This is an optimization exercise on Yosys and OpenROAD, whose aim is small area, a short achievable clock period and few clock cycles per item, not a production implementation. Only simulation tests tie the RTL to the original design; equivalence was not proved.

== before ==
Design air_quality_index_classifier, start of the top module:
module air_quality_index_classifier (
  input  logic        clk,
  input  logic        rst_n,
  input  logic        in_valid,
  output logic        in_ready,
  input  logic        in_pollutant,
  input  logic [15:0] in_concentration_tenths,
  output logic        out_valid,
  input  logic        out_ready,
  output logic [9:0]  out_index_value,
  output logic [2:0]  out_category,
  input  logic        cfg_valid,
  output logic        cfg_ready,
  input  logic [1:0]  cfg_index_scheme
);
  logic        adv;
  logic [1:0]  scheme_r;
  logic        va_r, vb_r, out_valid_r;
  logic [7:0]  sel_nxt, sel_r;
  logic [9:0] x_a_r, x_b_r;
  logic [17:0] dig_nxt, dig_r;
  logic [21:0] a_nxt, a_r;
  logic [2:0]  cat_nxt, cat_r;
  logic        dbl;
  logic [9:0]  idx_nxt;
  logic [9:0]  out_idx_r;
  logic [2:0]  out_cat_r;
  assign adv       = !out_valid_r || out_ready;
  assign in_ready  = adv;
  assign cfg_ready = 1'b1;
  always_ff @(posedge clk) begin
    if (!rst_n) begin
      scheme_r    <= aqic_pkg::SCHEME_RESET;
      va_r        <= 1'b0;
      vb_r        <= 1'b0;
      out_valid_r <= 1'b0;
    end else begin
      if (cfg_valid) scheme_r <= cfg_index_scheme;
      if (adv) begin
        va_r        <= in_valid;
        vb_r        <= va_r;
        out_valid_r <= vb_r;
      end
    end
  end
  aqic_band u_band (
    .pollutant (in_pollutant),
    .conc      (in_concentration_tenths),
    .scheme    (scheme_r),
    .sel       (sel_nxt)
  );
  aqic_interp u_interp (
    .sel      (sel_r),
    .dig      (dig_nxt),
    .a        (a_nxt),
    .category (cat_nxt),
    .dbl      (dbl)
  );
  aqic_mul u_mul (
    .x           (x_b_r),
    .dig         (dig_r),
    .a           (a_r),
    .index_value (idx_nxt)
  );
  always_ff @(posedge clk) begin
    if (adv) begin
      sel_r     <= sel_nxt;
  ...
clock: 10.0 ns
lec_check: 0
abc_area: 1
cap_margin: 20
core_margin: 2
core_utilization: 40
setup_slack_margin: 5
slew_margin: 20
tns_end_percent: 0
run.sh (not shown) runs the stock make flow with config.mk's settings and CLKGATE_MAP_FILE= SYNTH_SCRIPT=/design/flow/synth_recipe.tcl, a recipe that flattens the netlist after the stock synthesis.
Testbench counts of before, summed over its fixed seeds: cycles 8,096, items 8,000.
Edits applied to the flow inputs when going from before to after:
# before
export LEC_CHECK = 0
export ABC_AREA = 1
export CAP_MARGIN = 20
export CORE_MARGIN = 2
export CORE_UTILIZATION = 40
export SETUP_SLACK_MARGIN = 5
export SLEW_MARGIN = 20
export TNS_END_PERCENT = 0
create_clock -name core_clock -period 10.0 [get_ports {clk}]
# after
export LEC_CHECK = 0
export ABC_AREA = 1
export CAP_MARGIN = 20
export CORE_MARGIN = 2
export CORE_UTILIZATION = 65
export PLACE_DENSITY = 0.75
export SETUP_SLACK_MARGIN = 5
export SLEW_MARGIN = 20
create_clock -name core_clock -period 10.0 [get_ports {clk}]
==> results.txt <==
after completed every stage of the flow, and the final layout passed the timing, DRC and antenna checks. In after relative to before, number of global-route vias before repair had gone up by a few percent. Per the comparison of after with before, worst hold slack decreased 0.0076 ns, minimum clock period after layout now larger, total routed wire length on the met1 layer decreased 23%, area added between synthesis and finish fell by 0.71 points. Flip-flop and latch count came out exactly the same in after and before. Re setup slack: after is 0.65 ns down on before.


## the previous run
air_quality_index_classifier, a different RTL version from the one above (not shown whole).
Size: about 40 I/O pins, roughly 0.0085 mm2 of cells after synthesis.
export LEC_CHECK = 0
export ABC_AREA = 1
export CAP_MARGIN = 20
export CORE_MARGIN = 2
export CORE_UTILIZATION = 40
export GPL_ROUTABILITY_DRIVEN = 0
export GPL_TIMING_DRIVEN = 1
export SETUP_SLACK_MARGIN = 5
export SLEW_MARGIN = 20
export TNS_END_PERCENT = 0
create_clock -name core_clock -period 10.0 [get_ports {clk}]
Testbench counts of the previous run, summed over its fixed seeds: cycles 8,072, items 8,000.
Input-level comparison between the current run and the previous run:
- clearing GPL_ROUTABILITY_DRIVEN, which used to be 0
- clearing GPL_TIMING_DRIVEN, which used to be 1
- Having completed the whole flow, the current run delivered a layout that passed the timing, DRC and antenna checks.
- The current run vs the previous run — highest cell delay on the worst timing path dropped 430 ps.
- | share of final layout cell area taken by non-clock buffers | the current run vs the previous run | 0.63 points lower |
- Cmp the current run vs the previous run: register-to-register slack higher in the current run
- Per the comparison of the current run with the previous run, multi-input combinational cell area was more or less identical; sum of met3 wire segment lengths after detailed routing decreased 960 um; total via count in the routed design decreased 54.
- The hold slack number comes out lower for the previous run vs the current run.
- Diff the previous run -> the current run | worst setup slack | increase of 73 ps
- In the flow results for the current run and the previous run, the ratio of final minimum period to clock period is larger on the previous run.

## afterwards: timing with drivers on the ports
The flow's constraints put no driver on any port. The routed layouts listed below were extracted and timed again, unchanged, in two steps. Step 1 assumes that a clkbuf_16 drives the clock port and a buf_2 every other input. Step 2 also shifts input and output timing later by t, the mid clock arrival at the registers, as if the neighbouring blocks saw the same clock. a / b / c = ideal / step 1 / step 2; a / b = the first two.
| run | t, ns | slack for setup (ns) | hold slack, ns |
|---|---|---|---|
| before | 0.395 | 5.085 / 5.067 / 4.796 | 0.430 / 0.430 / 0.430 |
| after | 0.402 | 4.431 / 4.431 / 4.431 | 0.423 / 0.423 / 0.423 |
| the previous run | 0.343 | 4.886 / 4.881 / 4.562 | 0.447 / 0.447 / 0.447 |
| the current run | 0.349 | 4.959 / 4.935 / 4.633 | 0.459 / 0.459 / 0.459 |
After both steps setup and hold are still met in every run listed. For the current run, which loses most, drivers alone change the setup slack by -0.024 ns; drivers and shift together by -0.326 ns.
